This design comes from an exercise in tuning for small area on the open sky130 flow, not from production work. Where RTL was checked, it was by simulation tests only, not by an equivalence proof against the original. The RTL of run 3 was laid out without a check of its function. Power and IR drop assume default switching activity.

==> config.mk <==
export PLATFORM = sky130hd
export DESIGN_NAME = commit_trace_unit
export DESIGN_NICKNAME = commit_trace_unit
export VERILOG_FILES = /design/flow/design.v
export SDC_FILE = /design/flow/constraint.sdc
export NUM_CORES = 4
export LEC_CHECK = 0
export CAP_MARGIN = 0
export CORE_MARGIN = 2
export CORE_UTILIZATION = 70
export PLACE_DENSITY = 0.85
export SLEW_MARGIN = 0
==> constraint.sdc <==
create_clock -name core_clock -period 5.0 [get_ports {clk}]
set_input_delay 1.0000 -clock core_clock [delete_from_list [all_inputs] [get_ports {clk}]]
set_output_delay 1.0000 -clock core_clock [all_outputs]
set_load 0.01 [all_outputs]
==> design.v <==
`default_nettype none
module ctu_counter #(
    parameter int W = 32,
    parameter int G = 16
) (
    input  wire logic         clk,
    input  wire logic         rst,
    input  wire logic         en,
    output logic [W-1:0]      q
);
    localparam int NG = W / G;
    logic [W-1:0]  cnt_q;
    logic [W-1:0]  c;        
    logic [W-1:0]  s;
    logic [NG-1:0] all1;
    logic [NG-1:0] cin;
    for (genvar g = 0; g < NG; g++) begin : g_grp
        assign all1[g] = &cnt_q[g*G +: G];
        if (g == 0) begin : g_first
            assign cin[g] = en;
        end else begin : g_next
            assign cin[g] = cin[g-1] & all1[g-1];
        end
        for (genvar i = 0; i < G; i++) begin : g_bit
            if (i == 0) begin : g_b0
                assign c[g*G+i] = cin[g];
            end else begin : g_bn
                assign c[g*G+i] = c[g*G+i-1] & cnt_q[g*G+i-1];
            end
            assign s[g*G+i] = cnt_q[g*G+i] ^ c[g*G+i];
        end
    end
    always_ff @(posedge clk or posedge rst) begin
        if (rst) cnt_q <= '0;
        else     cnt_q <= s;
    end
    assign q = cnt_q;
endmodule
module commit_trace_unit #(
    parameter int DEPTH = 8,
    parameter int CNT_W = 32
) (
    input  wire logic              clk,
    input  wire logic              rst,
    input  wire logic              reg_wr_i,
    input  wire logic [2:0]        wr_reg_i,
    input  wire logic [15:0]       wr_data_i,
    input  wire logic              mem_rd_i,
    input  wire logic              mem_wr_i,
    input  wire logic [15:0]       mem_addr_i,
    input  wire logic [15:0]       mem_wdata_i,
    input  wire logic [15:0]       mem_rdata_i,
    input  wire logic              halt_i,
    input  wire logic              icache_req_i,
    input  wire logic              icache_hit_i,
    input  wire logic              dcache_req_i,
    input  wire logic              dcache_hit_i,
    output logic                   rec_valid,
    input  wire logic              rec_ready,
    output logic [3:0]             rec_flags,
    output logic [2:0]             rec_reg,
    output logic [15:0]            rec_wdata,
    output logic [15:0]            rec_addr,
    output logic [15:0]            rec_mdata,
    output logic [15:0]            rec_cycle,
    output logic                   full_o,
    output logic                   overflow_o,
    output logic                   done_o,
    output logic [CNT_W-1:0]       cycle_count_o,
    output logic [CNT_W-1:0]       inst_count_o,
    output logic [CNT_W-1:0]       icache_req_cnt_o,
    output logic [CNT_W-1:0]       icache_hit_cnt_o,
    output logic [CNT_W-1:0]       dcache_req_cnt_o,
    output logic [CNT_W-1:0]       dcache_hit_cnt_o
);
    localparam int CW = $clog2(DEPTH) + 1;      
    localparam int RW = 3 + 3 + 4*16;
    logic              halted_q;      
    logic              halt_rec_q;    
    logic              overflow_q;
    logic [CW-1:0]     count_q;
    logic [DEPTH-1:0][RW-1:0] fifo_q;
    logic              w_run, w_event, w_valid, w_full, w_pop, w_push, w_drop;
    logic [RW-1:0]     w_new_rec, w_head;
    logic [DEPTH-1:0]  w_sel;
    assign w_run   = ~halted_q;
    assign w_event = w_run & (halt_i | reg_wr_i | mem_rd_i | mem_wr_i);
    assign w_valid = (count_q != '0);
    assign w_full  = (count_q == CW'(DEPTH));
    assign w_pop   = w_valid & rec_ready;
    assign w_push  = w_event & (~w_full | w_pop);
    assign w_drop  = w_event & w_full & ~w_pop;
    assign w_new_rec = {reg_wr_i, mem_rd_i, mem_wr_i, wr_reg_i, wr_data_i, mem_addr_i,
                        (mem_wr_i ? mem_wdata_i : mem_rdata_i), cycle_count_o[15:0]};
    for (genvar g = 0; g < DEPTH; g++) begin : g_entry
        always_ff @(posedge clk) begin
            if (w_push) fifo_q[g] <= (g == 0) ? w_new_rec : fifo_q[(g == 0) ? 0 : g-1];
        end
    end
    always_ff @(posedge clk or posedge rst) begin
        if (rst) begin
            count_q    <= '0;
            overflow_q <= 1'b0;
            halted_q   <= 1'b0;
            halt_rec_q <= 1'b0;
        end else begin
            if (w_push & ~w_pop)      count_q <= count_q + CW'(1);
            else if (~w_push & w_pop) count_q <= count_q - CW'(1);
            if (w_drop)               overflow_q <= 1'b1;
            if (w_run & halt_i)       halted_q   <= 1'b1;
            if (w_push & halt_i)      halt_rec_q <= 1'b1;
        end
    end
    logic [RW-1:0] w_term [DEPTH];
    always_comb begin
        for (int k = 0; k < DEPTH; k++) begin
            w_sel[k]  = (count_q == CW'(k+1));
            w_term[k] = {RW{w_sel[k]}} & fifo_q[k];
        end
        w_head = (w_term[0] | w_term[1] | w_term[2]) |
                 (w_term[3] | w_term[4] | w_term[5]) |
                 (w_term[6] | w_term[7]);
    end
    assign rec_valid = w_valid;
    assign rec_flags = {halt_rec_q & w_sel[0], w_head[RW-1 -: 3]};
    assign rec_reg   = w_head[64 +: 3];
    assign rec_wdata = w_head[48 +: 16];
    assign rec_addr  = w_head[32 +: 16];
    assign rec_mdata = w_head[16 +: 16];
    assign rec_cycle = w_head[0  +: 16];
    assign full_o     = w_full;
    assign overflow_o = overflow_q;
    assign done_o     = halted_q & ~w_valid;
    ctu_counter #(.W(CNT_W)) u_cyc (.clk, .rst, .en(w_run),                  .q(cycle_count_o));
    ctu_counter #(.W(CNT_W)) u_ins (.clk, .rst, .en(w_run & (halt_i | reg_wr_i | mem_wr_i)),
                                                                            .q(inst_count_o));
    ctu_counter #(.W(CNT_W)) u_icr (.clk, .rst, .en(w_run & icache_req_i),   .q(icache_req_cnt_o));
    ctu_counter #(.W(CNT_W)) u_ich (.clk, .rst, .en(w_run & icache_hit_i),   .q(icache_hit_cnt_o));
    ctu_counter #(.W(CNT_W)) u_dcr (.clk, .rst, .en(w_run & dcache_req_i),   .q(dcache_req_cnt_o));
    ctu_counter #(.W(CNT_W)) u_dch (.clk, .rst, .en(w_run & dcache_hit_i),   .q(dcache_hit_cnt_o));
endmodule
`default_nettype wire
==> flow/run.sh <==
#!/bin/bash
# Own layout flow: the standard ORFS flow (standard.sh) with three changes.
#  1. Synthesis: synth_recipe.tcl unchanged, except that Yosys's abc call for the
#     combinational logic uses an area-oriented script (flow/abc_area.script).
#     Flip-flop mapping (dfflibmap) runs before abc and is untouched, so the
#     registers, their names and cell types are those of the standard synthesis.
#  2. Every input and output port still gets a buffer, but the smallest one (buf_1).
#  3. CTS: larger sink clusters driven by clkbuf_16 and no dummy clock loads.
# Each tool's full output goes to ORFS's own logs under orfs/logs; make's output
# goes to flow_make.log.
set -euo pipefail
here=$(pwd)
{
  echo 'proc abc {args} {'
  echo '  set i [lsearch -exact $args -script]'
  echo '  if {$i >= 0} { lset args [expr {$i+1}] $::env(OWN_ABC_SCRIPT) }'
  echo '  yosys abc {*}$args'
  echo '}'
  cat synth_recipe.tcl
} > own_synth.tcl
sed "s#SYNTH_SCRIPT=[^ ]*synth_recipe.tcl#SYNTH_SCRIPT=$here/own_synth.tcl#" standard.sh > own_standard.sh
grep -q "own_synth.tcl" own_standard.sh
export OWN_ABC_SCRIPT=$here/flow/abc_area.script
export BUFFER_PORTS_ARGS="-buffer_cell sky130_fd_sc_hd__buf_1"
export CTS_ARGS="-sink_clustering_enable -repair_clock_nets -dont_use_dummy_load -buf_list {sky130_fd_sc_hd__clkbuf_8 sky130_fd_sc_hd__clkbuf_16} -sink_clustering_buffer sky130_fd_sc_hd__clkbuf_8 -tree_buf sky130_fd_sc_hd__clkbuf_16 -root_buf sky130_fd_sc_hd__clkbuf_16 -sink_clustering_size 18 -sink_clustering_max_diameter 45"
bash own_standard.sh > flow_make.log 2>&1
==> flow/abc_area.script <==
strash
dch -f
amap
topo
stime -c
==> standard.sh <==
#!/bin/bash
# synth_recipe.tcl (not shown) runs the flow's synth.tcl, then flattens the netlist and writes it again
# the make line also repeats each setting of config.mk as NAME=value (left out here)
make -C /OpenROAD-flow-scripts/flow DESIGN_CONFIG=/design/flow/config.mk WORK_HOME=/design/flow/orfs CLKGATE_MAP_FILE= SYNTH_SCRIPT=/design/flow/synth_recipe.tcl "${@:-finish}"
==> reports/summary.txt, run 1 <==
Post-route ant nets: 0
Post-route insts no fill: 2,294
Port Buffers: 344
DR pass1 iterations: 9
Gr usage total: 0.286
Element type at the critical path end: flip-flop
Count of final hold-check violations: 0
Rows: 72
TritonCTS buffer count: 60
Tcrit/Tclk final: 0.876
Die Area: 40,500 sq um
PwrDens: 402 nW/um^2
Final core utilization: 0.785
CTS Sinks: 759
DR WL/cell: 25.0 um
Clock power frac: 0.247
Post-synth cell types: 26
Nets: 2,041
Leakage power: 11.7 nW
Initial antenna violation count: 0
Relative slew slack: 0.336
Mapped Area: 27,200 sq um
Core Region: 38,600 sq um
Seq/Total Area, Yosys: 0.801
Worst slew pin tran: 0.996 ns
CTS tree: built
Final max-slew violation count: 0
Remaining Overflow, GRT: 0
Final GP Congestion: 0.866
Largest net degree at the start of global routing: 169
CTS Buffer Depth: 3
Synth top area cells: edfxtp_1 62%, dfrtp_1 18%, ha_1 8.5%
Die H: 201 um
Final Skew: 0.0535 ns
Starting Density: 0.706
Chip width: 201 um
Mapped Cells: 1,369
First-pass GRT wire length: 88,600 um
Routed WL: 57,500 um
Flop and latch count out of synthesis: 759
Post-CTS setup buffer count: 0
Total number of vias: 15,200
Number of enable flip-flop cells after synthesis: 560
Net Sw Power: 0.00346 W
Clk Latency, worst-skew pair: 0.58 ns
PnR worst setup slack: 0.621 ns
CTS H-tree depth: 2
Share of cells above drive strength 1: 0.0541
Final setup fails: 0
Dominant synthesized flop cell: edfxtp_1
DP HPWL: 35,900 um
Root cell of the clock tree: clkbuf_16
Pre-CTS setup slack: 0.305 ns
RSZ-0062 raised after global routing: no
Ports: 345
Syn_area_per_cell: 19.9 sq um
Placed cells: 2,234
DRC: 0
WP data arrival: 4.86 ns
Worst Path Class, Setup: flip-flop to flip-flop
Hold_buf cts: 0
Area growth from synthesis to layout: 11.1%
Worst Hold Class: flip-flop to flip-flop
Vias per inst: 6.61
Peak Freq: 228 MHz
Drt initial violations: 2,153
CP Data Required Time: 5.48 ns
Vias in the first global route: 15,600
Max-Cap Viols: 0
Min Tclk post-route: 4.38 ns
Peak VDD IR: 0.259 mV
Internal power: 0.00869 W
Combinational power share: 0.196
Setup TNS: 0 ns
Top-count cell post-synth: edfxtp_1
Yosys top cell area share: 0.618
Crit-path max FO: 9
Sequential Power Share: 0.557
Post-synth top cells: 560 x edfxtp_1, 199 x dfrtp_1, 185 x ha_1, 140 x a222oi_1, 73 x nand3_1
Sw frac: 0.285
Cell accounting for the most synthesized area: edfxtp_1
Yosys Warn Count: 3
Crit start category: flip-flop
Syn nets: 1,632
Status: timing/DRC/antenna clean
Reg clk slew, reported paths: 0.11 ns
CTS resizes: 0
ANT cells: 0
Async S/R FF share, synth: 0.262
path summary, 6_finish.rpt:
| path | from | end | slack (ns) | depth (start not counted) |
|---|---|---|---|---|
| max | halted_q$_DFFE_PP0P_ | u_dch.cnt_q[15]$_DFF_PP0_ | 0.62 | 20 |
| max in group asynchronous | rst | u_dch.cnt_q[18]$_DFF_PP0_ | 3.29 | 3 |
| min reg2reg | fifo_q[278]$_DFFE_PP_ | fifo_q[348]$_DFFE_PP_ | 0.40 | 0 |
| max reg2reg | halted_q$_DFFE_PP0P_ | u_dch.cnt_q[15]$_DFF_PP0_ | 0.62 | 20 |
| min in group asynchronous | rst | u_icr.cnt_q[19]$_DFF_PP0_ | 0.60 | 2 |
| min | fifo_q[278]$_DFFE_PP_ | fifo_q[348]$_DFFE_PP_ | 0.40 | 0 |
worst max-delay path: stages (launching register included):
cell      delay (ns)
dfrtp_1         0.37
clkinv_1        0.47
nand2_1         0.26
clkinv_1        0.14
ha_1            0.24
ha_1            0.21
ha_1            0.19
ha_1            0.18
ha_1            0.20
ha_1            0.20
ha_1            0.20
ha_1            0.19
ha_1            0.18
ha_1            0.18
ha_1            0.18
ha_1            0.18
ha_1            0.18
ha_1            0.18
ha_1            0.19
nor2_1          0.10
a21oi_1         0.05
state kept, by name, summed over array words and instances, names as in the netlist:
name	count
count_q	4
u_cyc.cnt_q	32
fifo_q	560
u_icr.cnt_q	32
u_dcr.cnt_q	32
halt_rec_q	1
halted_q	1
overflow_q	1
u_dch.cnt_q	32
u_ins.cnt_q	32
u_ich.cnt_q	32
power groups by stage:
| stage | Sequential, W | Clock [W] | Combinational (W) |
|---|---|---|---|
| after floorplan | 0.00690 | 0 | 0.00134 |
| after global placement | 0.00690 | 0 | 0.00235 |
| after detailed placement | 0.00690 | 0 | 0.00238 |
| after CTS | 0.00676 | 0.00305 | 0.00240 |
| after global routing | 0.00677 | 0.00326 | 0.00258 |
| final | 0.00676 | 0.00300 | 0.00238 |
placed cells by master, fill, tap and decap left out, types with 2 or more instances in the layout:
| cell type | synthesis | routed |
|---|---|---|
| nand3_1 | 73 | 73 |
| and3_2 | 0 | 5 |
| edfxtp_1 | 560 | 560 |
| a21oi_1 | 15 | 13 |
| nand2_1 | 10 | 9 |
| dfrtp_1 | 199 | 199 |
| a22oi_1 | 70 | 70 |
| nor3_1 | 8 | 6 |
| nor3_4 | 0 | 2 |
| clkinv_2 | 0 | 2 |
| clkbuf_16 | 0 | 5 |
| clkinv_1 | 16 | 12 |
| o22a_1 | 16 | 16 |
| a222oi_1 | 140 | 140 |
| or3_1 | 4 | 4 |
| ha_1 | 185 | 185 |
| o21ai_0 | 3 | 2 |
| nand4_1 | 24 | 24 |
| clkbuf_8 | 0 | 55 |
| buf_1 | 0 | 344 |
| buf_4 | 16 | 11 |
| buf_12 | 0 | 8 |
| nor2_1 | 16 | 16 |
layout make-up:
class / count / area [sq um]
clock buffer: 60 / 882
fill: 2112 / 8310
inverter: 16 / 70.1
multi-input combinational: 578 / 5320
sequential: 759 / 21800
tap: 518 / 648
timing repair buffer: 363 / 1530
routing by layer:
metal	vias to the layer above	GRT usage	part of all wire
met1	7596	0.392	0.38
li1	6575	-	-
met2	906	0.459	0.48
met3	94	0.0734	0.11
met5	-	0	0
met4	0	0.0985	0.028
cell families (layout without fill, tap and decap cells):
family / after synthesis / in the layout / synth area share
simple gates: 143 / 143 / 0.0268
flops: 759 / 759 / 0.801
fa+ha+maj: 185 / 185 / 0.0850
compound gates: 250 / 250 / 0.0809
buf+inv: 32 / 439 / 0.00662
through the flow:
| stage | instance area, sq um | power [W] | hold WS, ns |
|---|---|---|---|
| after floorplan | 27300 | 0.00824 | 0.420 |
| after global placement | 29400 | 0.00925 | 0.428 |
| after detailed placement | 29400 | 0.00929 | 0.432 |
| after CTS | 30300 | 0.0122 | 0.405 |
| after global routing | 30300 | 0.0126 | 0.401 |
| final | 30300 | 0.0121 | 0.403 |
==> inputs of run 2 (changes only) <==
--- a/config.mk
+++ b/config.mk
@@ -5,8 +5,8 @@
 export SDC_FILE = /design/flow/constraint.sdc
 export NUM_CORES = 4
 export LEC_CHECK = 0
-export CAP_MARGIN = 0
+export CAP_MARGIN = 20
 export CORE_MARGIN = 2
 export CORE_UTILIZATION = 70
 export PLACE_DENSITY = 0.85
-export SLEW_MARGIN = 0
+export SLEW_MARGIN = 20
==> run 2 against run 1 <==
Still clean. Setup slack is the same. Count of clock-buffer cells in the layout unchanged. Clock power about the same. Total power stayed put. Core utilization unchanged. Fmax unchanged. First-iteration DRC count did not move. Global-route usage is the same. Critical path type unchanged. Critical endpoint unchanged. Largest cell class unchanged.
==> reports/summary.txt, run 2 <==
Status: timing/DRC/antenna clean
Die H: 201 um (unchanged)
CTS H-tree depth: 2 (unchanged)
Gr usage total: 0.286 (unchanged)
Element type at the critical path end: flip-flop
Worst Path Buf+Inv: 2 (unchanged)
Number of enable flip-flop cells after synthesis: 560 (unchanged)
CP Data Required Time: 5.48 ns (about the same)
Pre-CTS setup slack: 0.305 ns (unchanged)
Root cell of the clock tree: clkbuf_16
Worst r2r path cells: 20 (unchanged)
WHS: 0.403 ns (unchanged)
Rows: 72 (unchanged)
Die Area: 40,500 sq um (unchanged)
Async S/R FF share, synth: 0.262 (unchanged)
CTS Sinks: 759 (unchanged)
Fillers: 2,112 (unchanged)
Drt initial violations: 2,153 (unchanged)
Final setup fails: 0 (unchanged)
Number of flip-flops in the largest register: 560 (unchanged)
Total number of vias: 15,200 (unchanged)
WP data arrival: 4.86 ns (about the same)
Count of final hold-check violations: 0 (unchanged)
Area growth from synthesis to layout: 11.1% (unchanged)
Yosys Warn Count: 3 (unchanged)
Routed WL: 57,500 um (unchanged)
Post-synth top cells: 560 x edfxtp_1, 199 x dfrtp_1, 185 x ha_1, 140 x a222oi_1, 73 x nand3_1
ANT cells: 0 (unchanged)
Mux cell area share after synthesis: 0 (unchanged)
Syn_area_per_cell: 19.9 sq um (unchanged)
Syn nets: 1,632 (unchanged)
PnR worst setup slack: 0.621 ns (unchanged)
Cells along the critical path: clkinv_1 > nand2_1 > clkinv_1 > ha_1 > ha_1 > ha_1 > ha_1 > ha_1 > ha_1 > ha_1 > ha_1 > ha_1 > ha_1 > ha_1 > ha_1 > ha_1 > ha_1 > ha_1 > nor2_1 > a21oi_1
Largest net degree at the start of global routing: 169 (unchanged)
Worst hold path stage count: 0 (unchanged)
Crit start category: flip-flop
Port Buffers: 344 (unchanged)
PwrDens: 402 nW/um^2 (unchanged)
CTS tree: built
Peak VDD IR: 0.259 mV (unchanged)
Max-Cap Viols: 0 (unchanged)
Dominant synthesized flop cell: edfxtp_1
Tcrit/Tclk final: 0.876 (unchanged)
Compound-cell area share of the yosys netlist: 0.0809 (unchanged)
Seq/Total Area, Yosys: 0.801 (unchanged)
Clk Latency, worst-skew pair: 0.58 ns (about the same)
First-pass GRT wire length: 88,600 um (unchanged)
Top-count cell post-synth: edfxtp_1
Yosys top cell area share: 0.618 (unchanged)
Hold_buf cts: 0 (unchanged)
DR WL/cell: 25.0 um (unchanged)
Final Cell Area: 30,300 sq um (unchanged)
Final GP Congestion: 0.866 (unchanged)
DRC: 0 (unchanged)
TritonCTS buffer count: 60 (unchanged)
Most frequent CP cell: ha_1
Final Skew: 0.0535 ns (unchanged)
Vias in the first global route: 15,600 (unchanged)
Worst slew pin tran: 0.996 ns (unchanged)
DP HPWL: 35,900 um (unchanged)
Peak Freq: 228 MHz (unchanged)
Setup TNS: 0 ns (unchanged)
Synth top area cells: edfxtp_1 62%, dfrtp_1 18%, ha_1 8.5%
Share of cells above drive strength 1: 0.0541 (unchanged)
Worst Hold Class: flip-flop to flip-flop
RSZ-0062 raised after global routing: no
CTS resizes: 0 (unchanged)
Commonest non-fill, non-tap cell in the layout: edfxtp_1
Final max-slew violation count: 0 (unchanged)
M3 GR Usage: 0.0734 (unchanged)
Remaining Overflow, GRT: 0 (unchanged)
Placed instance area: 29,400 sq um (unchanged)
Register with the most flip-flops: fifo_q
Mapped Area: 27,200 sq um (unchanged)
Synth Area in Simple Gates: 0.0268 (unchanged)
Ports: 345 (unchanged)
Layer with the highest usage: met2
Post-synth cell types: 26 (unchanged)
GR Util met2: 0.459 (unchanged)
Worst Path Class, Setup: flip-flop to flip-flop
Logic depth of the worst setup path including buffers: 20 (unchanged)
Mapped Cells: 1,369 (unchanged)
CTS Buffer Depth: 3 (unchanged)
Adder-cell share of the synthesized area: 0.0850 (unchanged)
Post-route ant nets: 0 (unchanged)
Met1 usage: 0.392 (unchanged)
Flop and latch count out of synthesis: 759 (unchanged)
Main combinational cell family by area after synthesis: adder cells
Initial antenna violation count: 0 (unchanged)
Vias per inst: 6.61 (unchanged)
CP top delay family: adder cells
Starting Density: 0.706 (unchanged)
XOR/XNOR Fraction of Synth Area: 0 (unchanged)
Leakage power: 11.7 nW (unchanged)
Cell accounting for the most synthesized area: edfxtp_1
Peak per-stage delay on the critical path: 0.47 ns (about the same)
Crit-path max FO: 9 (unchanged)
Core Region: 38,600 sq um (unchanged)
Min Tclk post-route: 4.38 ns (unchanged)
DR pass1 iterations: 9 (unchanged)
Post-CTS setup buffer count: 0 (unchanged)
Commonest non-fill, non-tap cells in the layout: 560 x edfxtp_1, 344 x buf_1, 199 x dfrtp_1, 185 x ha_1, 140 x a222oi_1
Chip width: 201 um (unchanged)
CP max stage cell: clkinv_1
Reg clk slew, reported paths: 0.11 ns (about the same)
Nets: 2,041 (unchanged)
Relative slew slack: 0.336 (unchanged)
==> run 2: cell counts in the layout (fill, tap and decap cells not counted) <==
Identical to the previous run, type by type.
==> run 2: logic make-up (layout without fill, tap and decap cells) <==
kind of cell	Yosys count	after routing
DFF	759	759
and+or+nand+nor	143	143
buffers and inverters	32	439
adders and majority gates	185	185
AOI/OAI and AO/OA	250	250
==> run 2: power breakdown <==
group | total [W] | switching, W | internal [W]
Combinational | 0.00238 | 0.00159 | 0.000797
Sequential | 0.00676 | 0.0000401 | 0.00672
Clock | 0.00300 | 0.00183 | 0.00117
Total | 0.0121 | 0.00346 | 0.00869
==> run 2: routing by layer <==
| metal | part of all wire | routed length (um) | vias to the layer above |
|---|---|---|---|
| met5 | 0 | 0 | - |
| met3 | 0.11 | 6490 | 94 |
| met4 | 0.028 | 1620 | 0 |
| met2 | 0.48 | 27700 | 906 |
| li1 | - | - | 6575 |
| met1 | 0.38 | 21700 | 7596 |
==> run 2: layout make-up <==
| cell class | count | area (sq um) | area share |
|---|---|---|---|
| Timing Repair Buffer | 363 | 1530 | 0.0507 |
| Multi-Input combinational cell | 578 | 5320 | 0.176 |
| Sequential cell | 759 | 21800 | 0.720 |
| Clock buffer | 60 | 882 | 0.0292 |
| Inverter | 16 | 70.1 | 0.00232 |
| Tap cell | 518 | 648 | 0.0214 |
==> run 2: worst paths after layout <==
kind | start | to | slack (ns)
hold / removal | fifo_q[278]$_DFFE_PP_ | fifo_q[348]$_DFFE_PP_ | 0.40
setup reg to reg | halted_q$_DFFE_PP0P_ | u_dch.cnt_q[15]$_DFF_PP0_ | 0.62
setup / recovery | halted_q$_DFFE_PP0P_ | u_dch.cnt_q[15]$_DFF_PP0_ | 0.62
min in group asynchronous | rst | u_icr.cnt_q[19]$_DFF_PP0_ | 0.60
hold reg to reg | fifo_q[278]$_DFFE_PP_ | fifo_q[348]$_DFFE_PP_ | 0.40
max in group asynchronous | rst | u_dch.cnt_q[18]$_DFF_PP0_ | 3.29
==> run 2: worst register-to-register path, delay by kind of cell, from the launching register on <==
family                     cells  cell delay [ns]
AOI/OAI and AO/OA              1             0.05
adders and majority gates     15             2.88
buffers and inverters          2             0.62
DFF                            1             0.37
and+or+nand+nor                2             0.37
==> run 2: per-stage QoR <==
step,util,power [W],cells
2_1_floorplan,-,0.00824,1369
3_3_place_gp,0.762,0.00925,2234
3_5_place_dp,0.762,0.00929,2234
4_1_cts,0.785,0.0122,2294
5_1_grt,0.785,0.0126,2294
6_report,0.785,0.0121,2294
==> inputs of run 3 (changes only) <==
--- a/design.v
+++ b/design.v
@@ -131,7 +131,7 @@
     assign full_o     = w_full;
     assign overflow_o = overflow_q;
     assign done_o     = halted_q & ~w_valid;
-    ctu_counter #(.W(CNT_W)) u_cyc (.clk, .rst, .en(w_run),                  .q(cycle_count_o));
+    ctu_counter #(.W(CNT_W), .G(CNT_W)) u_cyc (.clk, .rst, .en(w_run),                  .q(cycle_count_o));
     ctu_counter #(.W(CNT_W)) u_ins (.clk, .rst, .en(w_run & (halt_i | reg_wr_i | mem_wr_i)),
                                                                             .q(inst_count_o));
     ctu_counter #(.W(CNT_W)) u_icr (.clk, .rst, .en(w_run & icache_req_i),   .q(icache_req_cnt_o));
==> run 3 against run 2 <==
The layout now fails its checks (setup timing). Register-to-register slack got worse by 1.3 ns. Wire length up 0.60%. Clock power is 2% lower. Highest routed layer is now met5. Non-clock buffer count rose by 11. First-iteration DRC count is 2.6% lower.
==> reports/summary.txt, run 3 <==
Post-synth top cells: 560 x edfxtp_1, 199 x dfrtp_1, 186 x ha_1, 140 x a222oi_1, 73 x nand3_1
CP top delay family: adder cells
Rows: 72 (unchanged)
Die Area: 40,400 sq um (-0.12%)
Chip width: 201 um (about the same)
Initial antenna violation count: 1 (+1)
Commonest non-fill, non-tap cell in the layout: edfxtp_1
CTS Buffer Depth: 3 (unchanged)
DR pass1 iterations: 9 (unchanged)
Final GP Congestion: 0.864 (-0.18%)
Element type at the critical path end: flip-flop
Syn_area_per_cell: 20.0 sq um (+0.46%)
Post-route ant nets: 0 (unchanged)
Peak Freq: 177 MHz (-22%)
Mapped Area: 27,200 sq um (-0.12%)
Gr usage total: 0.287 (+0.000914)
DR WL/cell: 25.2 um (+0.56%)
Peak VDD IR: 0.259 mV (about the same)
Cell accounting for the most synthesized area: edfxtp_1
Clk Latency, worst-skew pair: 0.58 ns (about the same)
Nets: 2,043 (+0.098%)
PwrDens: 395 nW/um^2 (-1.6%)
Vias per inst: 6.61 (about the same)
CP max stage cell: dfrtp_1
Root cell of the clock tree: clkbuf_16
Largest net degree at the start of global routing: 145 (-14%)
Starting Density: 0.707 (+0.000775)
Post-synth cell types: 26 (unchanged)
Number of flip-flops in the largest register: 560 (unchanged)
Peak per-stage delay on the critical path: 0.38 ns (-0.09 ns)
Number of enable flip-flop cells after synthesis: 560 (unchanged)
DRC: 0 (unchanged)
Worst Hold Class: flip-flop to flip-flop
Max-Cap Viols: 0 (unchanged)
CTS H-tree depth: 2 (unchanged)
Final core utilization: 0.797 (+0.0121)
Register with the most flip-flops: fifo_q
Relative slew slack: 0.251 (-0.0847)
Layout Check Failures: setup timing
Top-count cell post-synth: edfxtp_1
Mapped Cells: 1,361 (-0.58%)
Setup TNS: -1.86 ns (-1.86 ns)
Hold_buf cts: 0 (unchanged)
Commonest non-fill, non-tap cells in the layout: 560 x edfxtp_1, 344 x buf_1, 199 x dfrtp_1, 155 x ha_1, 140 x a222oi_1
Leakage power: 11.7 nW (-0.44%)
Die H: 201 um (about the same)
Flop and latch count out of synthesis: 759 (unchanged)
WP data arrival: 6.08 ns (+1.22 ns)
Final max-slew violation count: 0 (unchanged)
Reg clk slew, reported paths: 0.10 ns (about the same)
WHS: 0.419 ns (+0.0162 ns)
DP HPWL: 34,400 um (-4.0%)
Worst Path Class, Setup: flip-flop to flip-flop
Remaining Overflow, GRT: 0 (unchanged)
CP Data Required Time: 5.45 ns (-0.03 ns)
Min Tclk post-route: 5.64 ns (+1.26 ns)
RSZ-0062 raised after global routing: yes
Yosys top cell area share: 0.618 (+0.000767)
Port Buffers: 344 (unchanged)
Final setup fails: 5 (+5)
Ports: 345 (unchanged)
Drt initial violations: 2,096 (-2.6%)
Syn nets: 1,625 (-0.43%)
Status: complete, but fails checks
Most frequent CP cell: ha_4
Count of final hold-check violations: 0 (unchanged)
Yosys Warn Count: 4 (+1)
Dominant synthesized flop cell: edfxtp_1
Async S/R FF share, synth: 0.262 (unchanged)
Total number of vias: 15,200 (+0.046%)
PnR worst setup slack: -0.638 ns (-1.26 ns)
Worst slew pin tran: 1.12 ns (+0.127 ns)
CTS tree: built
Final Skew: 0.0516 ns (-0.00187 ns)
Crit-path max FO: 2 (-7)
Worst Path Buf+Inv: 1 (-1)
Routed WL: 57,800 um (+0.60%)
Seq/Total Area, Yosys: 0.802 (+0.000995)
Share of cells above drive strength 1: 0.0765 (+0.0225)
First-pass GRT wire length: 88,700 um (+0.14%)
Core Region: 38,500 sq um (-0.23%)
Vias in the first global route: 15,600 (+0.058%)
Tcrit/Tclk final: 1.13 (+0.252)
Crit start category: flip-flop
TritonCTS buffer count: 58 (-3.3%)
Area growth from synthesis to layout: 12.7%
CTS Sinks: 759 (unchanged)
Pre-CTS setup slack: -1.40 ns (-1.70 ns)
ANT cells: 0 (unchanged)
Synth top area cells: edfxtp_1 62%, dfrtp_1 18%, ha_1 8.6%
run 3: final timing paths:
check	slack, ns	end	cells after the start	startpoint
worst min-delay path	0.42	fifo_q[282]$_DFFE_PP_	0	fifo_q[212]$_DFFE_PP_
worst max register to register	-0.64	u_cyc.cnt_q[31]$_DFF_PP0_	34	halted_q$_DFFE_PP0P_
max in group asynchronous	3.32	u_icr.cnt_q[12]$_DFF_PP0_	3	rst
worst min register to register	0.42	fifo_q[282]$_DFFE_PP_	0	fifo_q[212]$_DFFE_PP_
min in group asynchronous	0.60	u_cyc.cnt_q[29]$_DFF_PP0_	2	rst
worst max-delay path	-0.64	u_cyc.cnt_q[31]$_DFF_PP0_	34	halted_q$_DFFE_PP0P_
run 3: worst register-to-register path: cells and delay by family, from the launching register on:
| family | cells | cell delay [ns] |
|---|---|---|
| adder cells (fa/ha/maj) | 31 | 4.95 |
| flip-flops | 1 | 0.38 |
| buffers and inverters | 1 | 0.09 |
| AND/OR/NAND/NOR | 1 | 0.08 |
| AO/OA/AOI/OAI | 1 | 0.04 |
run 3: cell families (layout without fill, tap and decap cells):
logic type	after synthesis	in the layout	synth area share
buf+inv	32	448	0.00663
simple gates	135	135	0.0253
fa+ha+maj	186	186	0.0856
flops	759	759	0.802
compound gates	249	249	0.0809
run 3: per-stage QoR:
step	power, W	cells	area (sq um)
5_1_grt	0.0125	2295	30600
4_1_cts	0.0122	2295	30600
3_3_place_gp	0.00924	2235	29400
3_5_place_dp	0.00929	2235	29400
6_report	0.0121	2295	30600
2_1_floorplan	0.00824	1361	27200
run 3: power by group:
group	switching [W]	internal, W
logic	0.00163	0.000784
registers	0.0000374	0.00672
clock network	0.00180	0.00114
total	0.00346	0.00864
run 3: timing repair:
item / CTS / global route
resized for setup: 63 / 0
buffers inserted: 2 / 0
setup endpoints to repair: 9 / 5
pin swaps: 2 / 0
run 3: layout make-up:
class / instances / area (sq um)
tap: 518 / 648
fill: 2035 / 7820
timing repair buffer: 374 / 1600
clock buffer: 58 / 855
inverter: 16 / 70.1
sequential: 759 / 21800
multi-input combinational: 570 / 5670
run 3: metal layers:
| metal | GRT usage | up-vias | part of all wire |
|---|---|---|---|
| li1 | - | 6554 | - |
| met1 | 0.389 | 7627 | 0.37 |
| met2 | 0.463 | 888 | 0.49 |
| met3 | 0.0756 | 107 | 0.11 |
| met4 | 0.0971 | 2 | 0.031 |
| met5 | 0 | - | 0.00022 |
==> inputs of run 4 (changes only) <==
--- a/design.v
+++ b/design.v
@@ -131,7 +131,7 @@
     assign full_o     = w_full;
     assign overflow_o = overflow_q;
     assign done_o     = halted_q & ~w_valid;
-    ctu_counter #(.W(CNT_W), .G(CNT_W)) u_cyc (.clk, .rst, .en(w_run),                  .q(cycle_count_o));
+    ctu_counter #(.W(CNT_W)) u_cyc (.clk, .rst, .en(w_run),                  .q(cycle_count_o));
     ctu_counter #(.W(CNT_W)) u_ins (.clk, .rst, .en(w_run & (halt_i | reg_wr_i | mem_wr_i)),
                                                                             .q(inst_count_o));
     ctu_counter #(.W(CNT_W)) u_icr (.clk, .rst, .en(w_run & icache_req_i),   .q(icache_req_cnt_o));
--- a/flow/run.sh
+++ b/flow/run.sh
@@ -22,5 +22,5 @@
 grep -q "own_synth.tcl" own_standard.sh
 export OWN_ABC_SCRIPT=$here/flow/abc_area.script
 export BUFFER_PORTS_ARGS="-buffer_cell sky130_fd_sc_hd__buf_1"
-export CTS_ARGS="-sink_clustering_enable -repair_clock_nets -dont_use_dummy_load -buf_list {sky130_fd_sc_hd__clkbuf_8 sky130_fd_sc_hd__clkbuf_16} -sink_clustering_buffer sky130_fd_sc_hd__clkbuf_8 -tree_buf sky130_fd_sc_hd__clkbuf_16 -root_buf sky130_fd_sc_hd__clkbuf_16 -sink_clustering_size 18 -sink_clustering_max_diameter 45"
+export CTS_ARGS="-sink_clustering_enable -repair_clock_nets -dont_use_dummy_load -buf_list {sky130_fd_sc_hd__clkbuf_8 sky130_fd_sc_hd__clkbuf_16} -sink_clustering_buffer sky130_fd_sc_hd__clkbuf_8 -tree_buf sky130_fd_sc_hd__clkbuf_16 -root_buf sky130_fd_sc_hd__clkbuf_16 -sink_clustering_size 20 -sink_clustering_max_diameter 48"
 bash own_standard.sh > flow_make.log 2>&1
==> run 4 against run 3 <==
The run now finishes clean. Synthesized cell count up 0.59%. Synthesized area increased by 0.12%. Register-to-register slack improved by 1.3 ns. Total power down 1.4%. First-iteration DRC count rose by 1.8%. Setup slack better by 1.3 ns. Clock power decreased by 5%.
==> reports/summary.txt, run 4 <==
Worst Hold Class: flip-flop to flip-flop
Max-Cap Viols: 0 (unchanged)
Async S/R FF share, synth: 0.262 (unchanged)
Final Skew: 0.0517 ns (+0.0000410 ns)
PwrDens: 396 nW/um^2 (+0.27%)
Worst Path Class, Setup: flip-flop to flip-flop
CTS Sinks: 759 (unchanged)
Dominant synthesized flop cell: edfxtp_1
Post-synth cell types: 26 (unchanged)
Footprint of the multi-input gates: 5320 sq um (-6.2%)
DRC: 0 (unchanged)
Tcrit/Tclk final: 0.858 (-0.269)
Yosys top cell area share: 0.618 (-0.000767)
Post-route insts no fill: 2,287 (-0.35%)
CTS H-tree depth: 2 (unchanged)
RSZ-0062 raised after global routing: no
Port Buffers: 344 (unchanged)
Mapped Cells: 1,369 (+0.59%)
Number of enable flip-flop cells after synthesis: 560 (unchanged)
Peak VDD IR: 0.251 mV (-3.2%)
Register with the most flip-flops: fifo_q
First-pass GRT wire length: 88,000 um (-0.72%)
CTS tree: built
Syn nets: 1,632 (+0.43%)
Min Tclk post-route: 4.29 ns (-1.35 ns)
CP Data Required Time: 5.45 ns (about the same)
DR WL/cell: 24.8 um (-1.4%)
Reg clk slew, reported paths: 0.11 ns (about the same)
Die H: 201 um (about the same)
Commonest non-fill, non-tap cells in the layout: 560 x edfxtp_1, 344 x buf_1, 199 x dfrtp_1, 185 x ha_1, 140 x a222oi_1
Total number of vias: 15,100 (-0.67%)
Placed cells: 2,234 (-0.045%)
Chip width: 201 um (about the same)
Yosys Warn Count: 3 (-1)
Peak Freq: 233 MHz (+31%)
Nets: 2,033 (-0.49%)
Final setup fails: 0 (-5)
Syn_area_per_cell: 19.9 sq um (-0.46%)
Remaining Overflow, GRT: 0 (unchanged)
Vias per inst: 6.59 (-0.32%)
Drt initial violations: 2,134 (+1.8%)
Ports: 345 (unchanged)
Top-count cell post-synth: edfxtp_1
DP HPWL: 35,900 um (+4.2%)
DR pass1 iterations: 6 (-3)
Reg area: 21,800 sq um (unchanged)
Cell accounting for the most synthesized area: edfxtp_1
Area growth from synthesis to layout: 10.7%
Final GP Congestion: 0.866 (+0.19%)
Commonest non-fill, non-tap cell in the layout: edfxtp_1
Root cell of the clock tree: clkbuf_16
Worst slew pin tran: 1.01 ns (-0.112 ns)
Post-CTS setup buffer count: 0 (-2)
Post-route ant nets: 0 (unchanged)
Leakage power: 11.7 nW (about the same)
Vias in the first global route: 15,600 (-0.10%)
Core Region: 38,600 sq um (+0.23%)
Initial antenna violation count: 1 (unchanged)
Fillers: 2,144 (+5.4%)
Clk Latency, worst-skew pair: 0.58 ns (about the same)
Number of flip-flops in the largest register: 560 (unchanged)
Element type at the critical path end: flip-flop
Starting Density: 0.706 (-0.000775)
Hold_buf cts: 0 (unchanged)
Flop and latch count out of synthesis: 759 (unchanged)
CTS Buffer Depth: 3 (unchanged)
CTS resizes: 0 (-100%)
Routed WL: 56,800 um (-1.7%)
Synth top area cells: edfxtp_1 62%, dfrtp_1 18%, ha_1 8.5%
Setup TNS: 0 ns (+1.86 ns)
WP data arrival: 4.74 ns (-1.34 ns)
Post-synth top cells: 560 x edfxtp_1, 199 x dfrtp_1, 185 x ha_1, 140 x a222oi_1, 73 x nand3_1
Largest net degree at the start of global routing: 169 (+17%)
Share of cells above drive strength 1: 0.0498 (-0.0268)
Mapped Area: 27,200 sq um (+0.12%)
Rows: 72 (unchanged)
Count of final hold-check violations: 0 (unchanged)
Status: timing/DRC/antenna clean
Gr usage total: 0.284 (-0.00370)
TritonCTS buffer count: 52 (-10%)
Relative slew slack: 0.326 (+0.0747)
Crit-path max FO: 9 (+7)
Die Area: 40,500 sq um (+0.12%)
Crit start category: flip-flop
Final max-slew violation count: 0 (unchanged)
Seq/Total Area, Yosys: 0.801 (-0.000995)
## run 4: cell count changes after synthesis
| cell | before | now |
|---|---|---|
| ha_1 | 186 | 185 |
| nor2_1 | 14 | 16 |
| nand2_1 | 9 | 10 |
| nand4_1 | 20 | 24 |
| nor3_1 | 7 | 8 |
| a21oi_1 | 14 | 15 |
## run 4: final timing paths
check / startpoint / to / slack [ns] / cells past startpoint
hold / removal: fifo_q[289]$_DFFE_PP_ / fifo_q[359]$_DFFE_PP_ / 0.44 / 0
setup / recovery: halted_q$_DFFE_PP0P_ / u_ich.cnt_q[31]$_DFF_PP0_ / 0.71 / 20
min in group asynchronous: rst / u_cyc.cnt_q[4]$_DFF_PP0_ / 0.61 / 2
hold reg to reg: fifo_q[289]$_DFFE_PP_ / fifo_q[359]$_DFFE_PP_ / 0.44 / 0
max in group asynchronous: rst / u_ich.cnt_q[9]$_DFF_PP0_ / 3.31 / 3
setup reg to reg: halted_q$_DFFE_PP0P_ / u_ich.cnt_q[31]$_DFF_PP0_ / 0.71 / 20
## run 4: area by class of cell
class,instances,share of cell area
sequential,759,0.723
clock buffer,52,0.0256
antenna,1,0.0000830
tap,518,0.0215
timing repair buffer,363,0.0509
multi-input combinational,578,0.177
inverter,16,0.00232
## run 4: worst max-delay path, stage by stage, from the launching register on
cell and delay (ns):
dfrtp_1 0.38, clkinv_1 0.46, nand2_1 0.25, nor3_1 0.10, ha_1 0.21, ha_1 0.18
ha_1 0.19, ha_1 0.18, ha_1 0.18, ha_1 0.18, ha_1 0.18, ha_1 0.18
ha_1 0.18, ha_1 0.18, ha_1 0.19, ha_1 0.19, ha_1 0.18, ha_1 0.18
ha_1 0.20, nor2_1 0.14, a21oi_1 0.06
## run 4: metrics by stage
step,cell area [sq um],total power (W),utilization,setup slack [ns],hold WS (ns)
2_1_floorplan,27300,0.00824,-,-27.28,0.420
3_5_place_dp,29400,0.00929,0.762,0.305,0.432
3_3_place_gp,29400,0.00925,0.762,0.382,0.428
5_1_grt,30100,0.0124,0.782,0.412,0.435
6_report,30100,0.0119,0.782,0.709,0.437
4_1_cts,30100,0.0120,0.782,0.636,0.431
## run 4: routing by layer
layer / wire length [um] / part of all wire / up-vias / global-route usage
met5: 0 / 0 / - / 0.00119
met4: 1610 / 0.028 / 0 / 0.0864
met3: 6220 / 0.11 / 95 / 0.0786
met2: 27500 / 0.48 / 872 / 0.455
met1: 21500 / 0.38 / 7558 / 0.389
li1: - / - / 6552 / -
## run 4: kinds of logic (layout without fill, tap and decap cells)
kind of cell,count (synthesis),after routing,share of synthesized area
buffers and inverters,32,431,0.00662
other,0,1,0
AO/OA/AOI/OAI,250,250,0.0809
adder cells (fa/ha/maj),185,185,0.0850
AND/OR/NAND/NOR,143,143,0.0268
flip-flops,759,759,0.801
## run 4: power by group
part | switching (W) | total, W | internal [W]
Combinational | 0.00158 | 0.00238 | 0.000797
Sequential | 0.0000403 | 0.00676 | 0.00672
Clock | 0.00176 | 0.00280 | 0.00103
==> inputs of run 5 (changes only) <==
--- a/flow/run.sh
+++ b/flow/run.sh
@@ -1,13 +1,4 @@
 #!/bin/bash
-# Own layout flow: the standard ORFS flow (standard.sh) with three changes.
-#  1. Synthesis: synth_recipe.tcl unchanged, except that Yosys's abc call for the
-#     combinational logic uses an area-oriented script (flow/abc_area.script).
-#     Flip-flop mapping (dfflibmap) runs before abc and is untouched, so the
-#     registers, their names and cell types are those of the standard synthesis.
-#  2. Every input and output port still gets a buffer, but the smallest one (buf_1).
-#  3. CTS: larger sink clusters driven by clkbuf_16 and no dummy clock loads.
-# Each tool's full output goes to ORFS's own logs under orfs/logs; make's output
-# goes to flow_make.log.
 set -euo pipefail
 here=$(pwd)
 {
==> run 5 against run 4 <==
Count of clock-buffer cells in the layout did not move. Sequential share of layout area is the same. Fmax unchanged. Combinational power hardly changed. Total power is the same. Sequential power about the same. Cell count unchanged. Design area unchanged. Critical path type unchanged. Critical endpoint unchanged.
==> reports/summary.txt, run 5 <==
Element type at the critical path end: flip-flop
CTS Sinks: 759 (unchanged)
Die H: 201 um (unchanged)
Worst Hold Class: flip-flop to flip-flop
Crit path from: halted_q$_DFFE_PP0P_
CTS Buffer Depth: 3 (unchanged)
Net Sw Power: 0.00339 W (unchanged)
Post-synth top cells: 560 x edfxtp_1, 199 x dfrtp_1, 185 x ha_1, 140 x a222oi_1, 73 x nand3_1
Final max-slew violation count: 0 (unchanged)
Initial antenna violation count: 1 (unchanged)
Root cell of the clock tree: clkbuf_16
Hold path start: fifo_q[289]$_DFFE_PP_
Fillers: 2,144 (unchanged)
Worst Path Class, Setup: flip-flop to flip-flop
Ports: 345 (unchanged)
Leakage power: 11.7 nW (unchanged)
Reg2Reg Setup Slack: 0.71 ns (about the same)
Setup TNS: 0 ns (unchanged)
Final GP Congestion: 0.866 (unchanged)
Drt initial violations: 2,134 (unchanged)
Register with the most flip-flops: fifo_q
DR pass1 iterations: 6 (unchanged)
Cell accounting for the most synthesized area: edfxtp_1
Peak VDD IR: 0.251 mV (unchanged)
Top-count cell post-synth: edfxtp_1
WP data arrival: 4.74 ns (about the same)
Sequential Power Share: 0.566 (about the same)
PwrDens: 396 nW/um^2 (unchanged)
Die Area: 40,500 sq um (unchanged)
Number of flip-flops in the largest register: 560 (unchanged)
Reg clk slew, reported paths: 0.11 ns (about the same)
Area growth from synthesis to layout: 10.7% (unchanged)
Post-route ant nets: 0 (unchanged)
Worst hold path stage count: 0 (unchanged)
Hold_buf cts: 0 (unchanged)
Flop and latch count out of synthesis: 759 (unchanged)
RSZ-0062 raised after global routing: no
Number of enable flip-flop cells after synthesis: 560 (unchanged)
Commonest non-fill, non-tap cell in the layout: edfxtp_1
Async S/R FF share, synth: 0.262 (unchanged)
Total number of vias: 15,100 (unchanged)
Crit-path max FO: 9 (unchanged)
Port Buffers: 344 (unchanged)
Internal power: 0.00855 W (unchanged)
Starting Density: 0.706 (unchanged)
Dominant synthesized flop cell: edfxtp_1
CTS resizes: 0 (unchanged)
Share of cells above drive strength 1: 0.0498 (unchanged)
Gr usage total: 0.284 (unchanged)
Core Region: 38,600 sq um (unchanged)
Final core utilization: 0.782 (unchanged)
Final setup fails: 0 (unchanged)
DRC: 0 (unchanged)
Hold Crit Endpoint: fifo_q[359]$_DFFE_PP_
Final Skew: 0.0517 ns (unchanged)
Yosys top cell area share: 0.618 (unchanged)
Max-Cap Viols: 0 (unchanged)
Combinational power share: 0.199 (about the same)
DP HPWL: 35,900 um (unchanged)
Relative slew slack: 0.326 (unchanged)
Routed WL: 56,800 um (unchanged)
Chip width: 201 um (unchanged)
CTS H-tree depth: 2 (unchanged)
Post-synth cell types: 26 (unchanged)
Sw frac: 0.284 (unchanged)
Nets: 2,033 (unchanged)
Count of final hold-check violations: 0 (unchanged)
Rows: 72 (unchanged)
Min Tclk post-route: 4.29 ns (unchanged)
Synth top area cells: edfxtp_1 62%, dfrtp_1 18%, ha_1 8.5%
CTS tree: built
TritonCTS buffer count: 52 (unchanged)
Clk Latency, worst-skew pair: 0.58 ns (about the same)
Worst r2r src: halted_q$_DFFE_PP0P_
Syn_area_per_cell: 19.9 sq um (unchanged)
Clock power frac: 0.234 (about the same)
Commonest non-fill, non-tap cells in the layout: 560 x edfxtp_1, 344 x buf_1, 199 x dfrtp_1, 185 x ha_1, 140 x a222oi_1
Peak Freq: 233 MHz (unchanged)
Tcrit/Tclk final: 0.858 (unchanged)
Vias per inst: 6.59 (unchanged)
CP Data Required Time: 5.45 ns (about the same)
Yosys Warn Count: 3 (unchanged)
Syn nets: 1,632 (unchanged)
Mapped Area: 27,200 sq um (unchanged)
RR Endpoint: u_ich.cnt_q[31]$_DFF_PP0_
Worst r2r path cells: 20 (unchanged)
Seq/Total Area, Yosys: 0.801 (unchanged)
First-pass GRT wire length: 88,000 um (unchanged)
Vias in the first global route: 15,600 (unchanged)
Crit start category: flip-flop
Mapped Cells: 1,369 (unchanged)
Worst slew pin tran: 1.01 ns (unchanged)
Status: timing/DRC/antenna clean
DR WL/cell: 24.8 um (unchanged)
Post-CTS setup buffer count: 0 (unchanged)
Largest net degree at the start of global routing: 169 (unchanged)
Remaining Overflow, GRT: 0 (unchanged)
==> run 5: cell counts after synthesis <==
Identical to the previous run, type by type.
==> run 5: through the flow <==
step / setup slack [ns] / hold WS, ns / total power (W) / cell area, sq um / cells
CTS: 0.636 / 0.431 / 0.0120 / 30100 / 2286
global placement: 0.382 / 0.428 / 0.00925 / 29400 / 2234
detailed placement: 0.305 / 0.432 / 0.00929 / 29400 / 2234
floorplan: -27.28 / 0.420 / 0.00824 / 27300 / 1369
finish: 0.709 / 0.437 / 0.0119 / 30100 / 2287
global route: 0.412 / 0.435 / 0.0124 / 30100 / 2287
==> run 5: per-layer routing <==
| metal | global-route usage | part of all wire | wire length [um] |
|---|---|---|---|
| met1 | 0.389 | 0.38 | 21500 |
| met2 | 0.455 | 0.48 | 27500 |
| met3 | 0.0786 | 0.11 | 6220 |
| met5 | 0.00119 | 0 | 0 |
| met4 | 0.0864 | 0.028 | 1610 |
==> run 5: layout make-up <==
type                       instances  area (sq um)  area share
antenna                            1          2.50   0.0000830
clock buffer                      52           772      0.0256
inverter                          16          70.1     0.00232
multi-input combinational        578          5320       0.177
sequential                       759         21800       0.723
tap                              518           648      0.0215
timing repair buffer             363          1530      0.0509
==> run 5: worst max-delay path by stage <==
stage / slack (ns) / end / depth (start not counted)
after floorplan: -27.28 / count_q[3]$_DFFE_PP0P_ / 9
after global placement: 0.38 / u_ins.cnt_q[31]$_DFF_PP0_ / 20
after detailed placement: 0.30 / u_ins.cnt_q[31]$_DFF_PP0_ / 20
after CTS: 0.64 / u_dcr.cnt_q[31]$_DFF_PP0_ / 20
after global routing: 0.41 / u_ich.cnt_q[31]$_DFF_PP0_ / 20
final: 0.71 / u_ich.cnt_q[31]$_DFF_PP0_ / 20
==> run 5: worst max-delay path, cell delays in order (launching register included) <==
cell,delay [ns]
dfrtp_1,0.38
clkinv_1,0.46
nand2_1,0.25
nor3_1,0.10
ha_1,0.21
ha_1,0.18
ha_1,0.19
ha_1,0.18
ha_1,0.18
ha_1,0.18
ha_1,0.18
ha_1,0.18
ha_1,0.18
ha_1,0.18
ha_1,0.19
ha_1,0.19
ha_1,0.18
ha_1,0.18
ha_1,0.20
nor2_1,0.14
a21oi_1,0.06
==> run 5: kinds of logic after synthesis <==
kind of cell | Yosys count | synth area share
simple gates | 143 | 0.0268
flops | 759 | 0.801
buf+inv | 32 | 0.00662
fa+ha+maj | 185 | 0.0850
compound gates | 250 | 0.0809
==> run 5: power by group through the flow <==
stage / clock network (W) / logic, W / registers [W]
floorplan: 0 / 0.00134 / 0.00690
global placement: 0 / 0.00235 / 0.00690
detailed placement: 0 / 0.00238 / 0.00690
CTS: 0.00287 / 0.00239 / 0.00676
global route: 0.00308 / 0.00257 / 0.00677
finish: 0.00280 / 0.00238 / 0.00676

[afterwards: timing with drivers on the ports]
In the flow no input, the clock included, has a driving cell. The finished layouts below were timed again as built, in two steps. Step 1 assumes that a clkbuf_16 drives the clock port and a buf_2 every other input. Step 2, shift: input delay + t, output delay - t, t = (earliest + latest rising clock arrival at the registers) / 2. This alone moves slack from input paths to output paths. Slacks: ideal / step 1 / step 2; pairs: ideal / step 1.
run | t (ns) | setup slack, ns | hold slack, ns | worst setup path at the end | slew at the worst register clock pin (ns)
run 1 | 0.615 | 0.621 / 0.621 / 0.279 | 0.403 / 0.403 / 0.403 | input to register | 0.11 / 0.11
run 2 | 0.615 | 0.621 / 0.621 / 0.279 | 0.403 / 0.403 / 0.403 | input to register | 0.11 / 0.11
run 3 | 0.611 | -0.638 / -0.638 / -0.638 | 0.419 / 0.419 / 0.419 | register to register | 0.11 / 0.11
run 4 | 0.618 | 0.709 / 0.709 / 0.323 | 0.437 / 0.437 / 0.437 | input to register | 0.12 / 0.12
run 5 | 0.618 | 0.709 / 0.709 / 0.323 | 0.437 / 0.437 / 0.437 | input to register | 0.12 / 0.12
